What follows belongs to an exercise in optimizing a design on an open flow for small area; a production flow would make more cautious choices. Only simulation tests tie the RTL to the original design; equivalence was not proved. Power and IR drop assume default switching activity.

### flow/design.v
module coherent_dcache #(
   parameter int SETS  = 16,
   parameter int CPUID = 0
) (
   input  logic        CLK,
   input  logic        nRST,
   input  logic        dmemREN,
   input  logic        dmemWEN,
   input  logic [31:0] dmemaddr,
   input  logic [31:0] dmemstore,
   input  logic        halt,
   output logic [31:0] dmemload,
   output logic        dhit,
   output logic        flushed,
   output logic        dREN,
   output logic        dWEN,
   output logic [31:0] daddr,
   output logic [31:0] dstore,
   input  logic [31:0] dload,
   input  logic        dwait,
   output logic        cctrans,
   output logic        ccwrite,
   input  logic        ccwait,
   input  logic        ccinv,
   input  logic [31:0] ccsnoopaddr
);
   localparam int IW = $clog2(SETS);
   localparam logic [1:0] ST_I = 2'd0, ST_S = 2'd1, ST_M = 2'd2;
   typedef enum logic [3:0] {
      IDLE, WB0, WB1, FILL0, FILL1, SNP0, SNP1, FLUSH, FWB0, FWB1, DONE
   } state_t;
   state_t        state_q, state_d;
   logic [IW-1:0] flush_idx_q, flush_idx_d;
   logic [24:0]   frame_tag_q [SETS];
   logic [31:0]   frame_w0_q  [SETS];
   logic [31:0]   frame_w1_q  [SETS];
   logic [1:0]    frame_st_q  [SETS];
   logic [IW-1:0] wr_idx;
   logic          wr_st_en, wr_tag_en, wr_w0_en, wr_w1_en;
   logic [1:0]    wr_st;
   logic [31:0]   wr_w0, wr_w1;
   logic [24:0]   req_tag, snp_tag;
   logic [IW-1:0] req_idx, snp_idx, wb_idx;
   logic          req_off, req_hit, snp_hit, snp_m, snoop_ok;
   logic [31:0]   req_word;
   logic          unused_bits;
   assign req_tag  = dmemaddr[31:7];
   assign req_idx  = dmemaddr[6:3];
   assign req_off  = dmemaddr[2];
   assign snp_tag  = ccsnoopaddr[31:7];
   assign snp_idx  = ccsnoopaddr[6:3];
   assign req_hit  = (frame_st_q[req_idx] != ST_I) && (frame_tag_q[req_idx] == req_tag);
   assign snp_hit  = (frame_st_q[snp_idx] != ST_I) && (frame_tag_q[snp_idx] == snp_tag);
   assign snp_m    = snp_hit && (frame_st_q[snp_idx] == ST_M);
   assign req_word = req_off ? frame_w1_q[req_idx] : frame_w0_q[req_idx];
   assign wb_idx   = ((state_q == FWB0) || (state_q == FWB1)) ? flush_idx_q : req_idx;
   assign snoop_ok = ccwait && ((state_q == IDLE) || (state_q == FLUSH) || (state_q == DONE));
   assign flushed  = (state_q == DONE);
   assign unused_bits = ^{dmemaddr[1:0], ccsnoopaddr[2:0], 32'(CPUID)};
   always_comb begin
      state_d     = state_q;
      flush_idx_d = flush_idx_q;
      dhit        = 1'b0;
      dmemload    = 32'h0;
      dREN        = 1'b0;
      dWEN        = 1'b0;
      daddr       = 32'h0;
      dstore      = 32'h0;
      cctrans     = 1'b0;
      ccwrite     = 1'b0;
      wr_idx      = req_idx;
      wr_st_en    = 1'b0;
      wr_st       = ST_I;
      wr_tag_en   = 1'b0;
      wr_w0_en    = 1'b0;
      wr_w1_en    = 1'b0;
      wr_w0       = dload;
      wr_w1       = dload;
      if (snoop_ok) begin
         if (snp_m) begin
            cctrans = 1'b1;
            state_d = SNP0;
         end else if (snp_hit && ccinv) begin
            wr_idx   = snp_idx;
            wr_st_en = 1'b1;
            wr_st    = ST_I;
         end else begin
            state_d = state_q;
         end
      end else begin
         case (state_q)
            IDLE: begin
               if (halt) begin
                  state_d = FLUSH;
               end else if (dmemREN && req_hit) begin
                  dhit     = 1'b1;
                  dmemload = req_word;
               end else if (dmemWEN && req_hit && (frame_st_q[req_idx] == ST_M)) begin
                  dhit     = 1'b1;
                  wr_w0    = dmemstore;
                  wr_w1    = dmemstore;
                  wr_w0_en = ~req_off;
                  wr_w1_en = req_off;
               end else if (dmemREN || dmemWEN) begin
                  if (!req_hit && (frame_st_q[req_idx] == ST_M)) begin
                     state_d = WB0;
                  end else begin
                     wr_st_en = 1'b1;
                     wr_st    = ST_I;
                     state_d  = FILL0;
                  end
               end else begin
                  state_d = IDLE;
               end
            end
            WB0, FWB0: begin
               dWEN   = 1'b1;
               daddr  = {frame_tag_q[wb_idx], wb_idx, 1'b0, 2'b00};
               dstore = frame_w0_q[wb_idx];
               if (!dwait) begin
                  state_d = (state_q == WB0) ? WB1 : FWB1;
               end else begin
                  state_d = state_q;
               end
            end
            WB1, FWB1: begin
               dWEN   = 1'b1;
               daddr  = {frame_tag_q[wb_idx], wb_idx, 1'b1, 2'b00};
               dstore = frame_w1_q[wb_idx];
               if (!dwait) begin
                  wr_idx   = wb_idx;
                  wr_st_en = 1'b1;
                  wr_st    = ST_I;
                  state_d  = (state_q == WB1) ? FILL0 : FLUSH;
               end else begin
                  state_d = state_q;
               end
            end
            FILL0, FILL1: begin
               dREN    = 1'b1;
               cctrans = 1'b1;
               ccwrite = dmemWEN;
               daddr   = {req_tag, req_idx, (state_q == FILL1), 2'b00};
               if (!dwait) begin
                  if (state_q == FILL0) begin
                     wr_w0_en = 1'b1;
                     state_d  = FILL1;
                  end else begin
                     wr_w1_en  = 1'b1;
                     wr_tag_en = 1'b1;
                     wr_st_en  = 1'b1;
                     wr_st     = dmemWEN ? ST_M : ST_S;
                     state_d   = IDLE;
                  end
               end else begin
                  state_d = state_q;
               end
            end
            SNP0, SNP1: begin
               cctrans = 1'b1;
               daddr   = {snp_tag, snp_idx, (state_q == SNP1), 2'b00};
               dstore  = (state_q == SNP1) ? frame_w1_q[snp_idx] : frame_w0_q[snp_idx];
               if (!dwait) begin
                  if (state_q == SNP0) begin
                     state_d = SNP1;
                  end else begin
                     wr_idx   = snp_idx;
                     wr_st_en = 1'b1;
                     wr_st    = ccinv ? ST_I : ST_S;
                     state_d  = IDLE;
                  end
               end else begin
                  state_d = state_q;
               end
            end
            FLUSH: begin
               if (frame_st_q[flush_idx_q] == ST_M) begin
                  state_d = FWB0;
               end else if (flush_idx_q == IW'(SETS - 1)) begin
                  state_d = DONE;
               end else begin
                  flush_idx_d = flush_idx_q + {{(IW-1){1'b0}}, 1'b1};
               end
            end
            DONE:    state_d = DONE;
            default: state_d = IDLE;
         endcase
      end
   end
   always_ff @(posedge CLK or negedge nRST) begin
      if (!nRST) begin
         state_q     <= IDLE;
         flush_idx_q <= '0;
      end else begin
         state_q     <= state_d;
         flush_idx_q <= flush_idx_d;
      end
   end
   always_ff @(posedge CLK or negedge nRST) begin
      if (!nRST) begin
         for (int i = 0; i < SETS; i++) frame_st_q[i] <= ST_I;
      end else if (wr_st_en) begin
         frame_st_q[wr_idx] <= wr_st;
      end
   end
   always_ff @(posedge CLK) begin
      if (wr_tag_en) frame_tag_q[wr_idx] <= req_tag;
      if (wr_w0_en)  frame_w0_q[wr_idx]  <= wr_w0;
      if (wr_w1_en)  frame_w1_q[wr_idx]  <= wr_w1;
   end
endmodule
### flow/run.sh
#!/bin/bash
# synth_recipe.tcl (not shown) runs the flow's synth.tcl, then flattens the netlist and writes it again
# the make line also repeats each setting of config.mk as NAME=value (left out here)
make -C /OpenROAD-flow-scripts/flow DESIGN_CONFIG=/design/flow/config.mk WORK_HOME=/design/flow/orfs CLKGATE_MAP_FILE= SYNTH_SCRIPT=/design/flow/synth_recipe.tcl finish
### flow/config.mk
export PLATFORM = sky130hd
export DESIGN_NAME = coherent_dcache
export DESIGN_NICKNAME = coherent_dcache
export VERILOG_FILES = /design/flow/design.v
export SDC_FILE = /design/flow/constraint.sdc
export NUM_CORES = 4
export LEC_CHECK = 0
export CAP_MARGIN = 20
export CORE_MARGIN = 2
export CORE_UTILIZATION = 40
export SLEW_MARGIN = 20
### flow/constraint.sdc
create_clock -name core_clock -period 10.0 [get_ports {CLK}]
set_input_delay 2.0000 -clock core_clock [delete_from_list [all_inputs] [get_ports {CLK}]]
set_output_delay 2.0000 -clock core_clock [all_outputs]
set_load 0.01 [all_outputs]
==> impl_summary.txt <==
----------------------------------------------------
[Worst hold path]
  Worst hold path type ... reg -> reg
  Startpoint of the worst hold path ... frame_st_q[10][0]$_DFFE_PN0P_
  Endpoint, Worst Hold ... frame_st_q[10][0]$_DFFE_PN0P_
  Hold Crit Depth ... 1

[Clock network]
  Clock latency reported for the late side of the worst-skew pair ... 840 ps
  Post-cts hold buffer count ... 0
  Clock buffer count from CTS ... 166
  CTS max path bufs ... 3
  CTS tree ... yes
  Register clock-pin slew on the reported worst setup and hold paths ... 60 ps
  H-tree depth ... 4
  Cell at the root of the clock tree ... sky130_fd_sc_hd__clkbuf_16
  Post-cts sizing count ... 0
  Setup repair bufs after CTS ... 0
  Sink Count ... 1464

[Timing]
  Pins over their slew limit ... 0
  Minimum setup slack in the final design ... 685 ps
  Summed negative setup slack over all endpoints ... 0 ps
  Worst max-slew margin expressed relative to the limit ... 19.5%
  Min cycle time layout ... 9320 ps
  Fmax ... 107 MHz
  Setup repair after global routing missed its margin ... false
  Final hold violation count ... 0
  Setup skew after layout ... 55.9 ps
  Fraction of the cycle the final worst path needs ... 93.2%
  Count of final setup violators ... 0
  Slew @ Worst Pin ... 1210 ps

[Synthesis]
  Number of enable-type register cells in the synthesized netlist ... 1424
  Sequential area share after synthesis ... 52.2%
  Number of distinct library cells after synthesis ... 79
  FFs w/ async S/R, synth ... 2.73%
  Library cell with the largest summed area after synthesis ... sky130_fd_sc_hd__edfxtp_1
  Total number of yosys warnings ... 2
  Count of state elements after synthesis ... 1464
  Average footprint of a synthesized cell ... 13.0 sq um
  Flip-flop cell with the highest count after synthesis ... sky130_fd_sc_hd__edfxtp_1
  Syn Inst Count ... 6446
  Top-area cell type share of the netlist area ... 51.0%
  Post-Syn Area ... 83800 sq um
  Cell types with the largest area share after synthesis ... sky130_fd_sc_hd__edfxtp_1, sky130_fd_sc_hd__mux4_2, sky130_fd_sc_hd__nand2_1, sky130_fd_sc_hd__a311oi_1, sky130_fd_sc_hd__nand3_1

[Die]
  Core Rows ... 168
  Effective utilization at floorplan ... 40.1%
  Vertical die dimension ... 462 um
  Io pins ... 238
  Die Footprint ... 213000 sq um
  Placeable core region ... 209000 sq um
  Horizontal die dimension ... 462 um

[Global route]
  Number of antenna violations at the first check in global routing ... 6
  Global routing usage summed across all routing layers ... 27.7%
  Pin count of the biggest net entering global routing ... 141
  Global-route wire length before repair ... 429000 um
  Via count of the first global-routing pass ... 61276
  Residual overflow from global routing ... 0

[Drt]
  Overall via count from detail_route ... 62407
  Routed wirelength normalized by instance count ... 32.0 um
  ANT nets after route ... 0
  Sum of routed wire length over all layers ... 301000 um
  Number of design-rule violations left by the first detailed-router iteration ... 9323
  First-pass iteration count of the detailed router ... 9
  Post-DR vias/cell ... 6.64
  Drc violations ... 0

[Cells and area]
  Most frequent standard cell in the layout excluding fill and tap cells ... sky130_fd_sc_hd__nand2_1
  Leading cell types in the layout, fill and taps excluded ... sky130_fd_sc_hd__nand2_1, sky130_fd_sc_hd__edfxtp_1, sky130_fd_sc_hd__mux4_2, sky130_fd_sc_hd__nand3_1, sky130_fd_sc_hd__a311oi_1
  Post-route design area ... 95700 sq um
  Fin nets ... 6590
  Layout cell share with drive strength beyond 1 ... 22.2%
  Area Overhead vs Synth ... 14.2%

[Job]
  Reported max-cap violation count ... 0

[Setup path]
  R2r startpoint ... frame_tag_q[15][23]$_DFFE_PP_
  Sort of element at the start of the critical path ... primary input
  Startpoint of the worst setup timing path ... dmemaddr[3]
  Number of cells traversed by the worst register-to-register path ... 14
  Setup CP Type ... in -> out
  Reg2reg end ... frame_w1_q[2][26]$_DFFE_PP_
  Data required time at the worst endpoint ... 8000 ps
  CP Capture Type ... primary output
  Crit path DAT ... 7320 ps
  Crit-path max FO ... 32
  Slack of the worst reg-to-reg path ... 3920 ps

[Placed design]
  Worst setup slack after placement ... 632 ps
  Weighted congestion reported at the end of routability-driven placement ... 0.894
  I/O Buffers ... 230
  Final HPWL DP ... 165000 um
  Cell area after placement ... 90200 sq um

[Pwr]
  Power share of the combinational group ... 26.2%
  Part of the total power dissipated in the clock network ... 34.9%
  Worst vdd ir ... 0.000167 V
  Leakage Power ... 32.0 nW
  Fraction of power spent switching nets ... 31.9%
  Design internal power ... 0.0123 W
  Switch Pwr ... 0.00573 W
  Cell Pwr Density ... 188 nW/um^2
  Sequential cell fraction of total power ... 38.8%

[Outcome]
  Result of the run ... complete, no violations

----------------------------------------------------
## logic make-up after synthesis
| family | count (synthesis) | share of synthesized area (%) |
|---|---|---|
| other | 1 | 0.00447 |
| muxes | 1030 | 24.4 |
| AOI/OAI and AO/OA | 678 | 6.25 |
| xor gates and xnor gates | 65 | 0.679 |
| and+or+nand+nor | 2529 | 13.3 |
| DFF | 1464 | 52.2 |
| buffers and inverters | 675 | 3.12 |
| adders and majority gates | 4 | 0.0597 |
## flip-flops by register name, indices dropped and copies added (netlist names)
| register | count |
|---|---|
| frame_w0_q | 512 |
| frame_w1_q | 512 |
| frame_tag_q | 400 |
| frame_st_q | 32 |
| flush_idx_q | 4 |
| state_q | 4 |
## worst max-delay path by stage
stage / endpoint / slack, ps
finish: dmemload[29] / 680
global route: dmemload[29] / 380
CTS: dmemload[29] / 610
detailed placement: dmemload[29] / 630
global placement: dmemload[29] / 650
floorplan: frame_w0_q[8][0]$_DFFE_PP_ / 1550
## critical path, stage by stage
cell                              delay (ps)
sky130_fd_sc_hd__buf_8                   340
sky130_fd_sc_hd__buf_4                   420
sky130_fd_sc_hd__mux4_2                  560
sky130_fd_sc_hd__a22oi_1                 230
sky130_fd_sc_hd__nand2_1                  90
sky130_fd_sc_hd__xnor2_1                 360
sky130_fd_sc_hd__nor4b_1                 550
sky130_fd_sc_hd__nand4_1                 400
sky130_fd_sc_hd__nor2_1                  370
sky130_fd_sc_hd__nand3_4                 530
sky130_fd_sc_hd__buf_4                   390
sky130_fd_sc_hd__a21oi_1                 360
sky130_fd_sc_hd__clkdlybuf4s50_1         650
## area by class of cell
| cell class | count | area, sq um |
|---|---|---|
| well taps | 2805 | 3510 |
| fillers | 18408 | 113000 |
| inverters | 82 | 315 |
| repair buffers | 428 | 4630 |
| multi-input cells | 4308 | 38000 |
| flip-flops and latches | 1464 | 43800 |
| clock buffers | 205 | 4470 |
| clock inverters | 95 | 1060 |
| diodes | 5 | 12.5 |
## power groups by stage
stage	clock [W]	combinational [W]	sequential [W]
6_report	0.00629	0.00472	0.00698
5_1_grt	0.00657	0.00495	0.00700
4_1_cts	0.00635	0.00464	0.00698
3_5_place_dp	0	0.00463	0.00711
3_3_place_gp	0	0.00458	0.00710
2_1_floorplan	0	0.00263	0.00701
## stage by stage
step                std cells  hold slack (ps)  utilization (%)  power (W)
floorplan                6447              488                -    0.00964
global placement         9086              572             43.1     0.0117
detailed placement       9087              562             43.2     0.0117
CTS                      9387              580             45.8     0.0180
global route             9389              611             45.8     0.0185
finish                   9392              585             45.8     0.0180
## synth_stat cells, types with 42 or more instances
library cell / number
sky130_fd_sc_hd__and3_1: 197
sky130_fd_sc_hd__o21ai_0: 68
sky130_fd_sc_hd__edfxtp_1: 1424
sky130_fd_sc_hd__a21oi_1: 62
sky130_fd_sc_hd__o22ai_1: 58
sky130_fd_sc_hd__clkbuf_1: 460
sky130_fd_sc_hd__buf_1: 101
sky130_fd_sc_hd__mux2_2: 108
sky130_fd_sc_hd__mux4_2: 802
sky130_fd_sc_hd__or3_1: 42
sky130_fd_sc_hd__inv_1: 80
sky130_fd_sc_hd__nand2_1: 1594
sky130_fd_sc_hd__nor3_1: 98
sky130_fd_sc_hd__nand3_1: 401
sky130_fd_sc_hd__mux2i_1: 113
sky130_fd_sc_hd__a311oi_1: 323
sky130_fd_sc_hd__xor2_1: 48
sky130_fd_sc_hd__nor2_1: 71
## layer usage
layer  part of all wire [%]  routed length (um)  GRT usage (%)  up-vias
met5                 0.0070                  21              0        -
li1                       -                   -              -    25489
met1                     37              112000           37.1    31401
met3                     12               36000           6.14      900
met4                    5.3               15900           13.6        4
met2                     45              137000           42.8     4613

==> port drivers added, routing unchanged <==
No port has a modelled driver above. Below, the same layout with a new extraction and two added sets of constraints. Step 1 (the two cells are an assumption about what drives the block):
set clk [get_ports {CLK}]
set_driving_cell -lib_cell sky130_fd_sc_hd__clkbuf_16 $clk
set_driving_cell -lib_cell sky130_fd_sc_hd__buf_2 [delete_from_list [all_inputs] $clk]
Step 2 also shifts input and output timing later by t, the mid clock arrival at the registers, as if the neighbouring blocks saw the same clock. a / b / c = ideal ports / drivers / drivers and shift; a / b = the first two.
shift t [ns]: 0.905
slack for setup (ns): 0.685 / 0.629 / 0.629
hold WS [ns]: 0.585 / 0.585 / 0.585
slew at the worst register clock pin (ns): 0.07 / 0.07
pins driven straight from the clock port: 1
After both steps this run still meets setup and hold. The setup slack of this run moves by -0.056 ns with the drivers and by -0.056 ns with both steps.
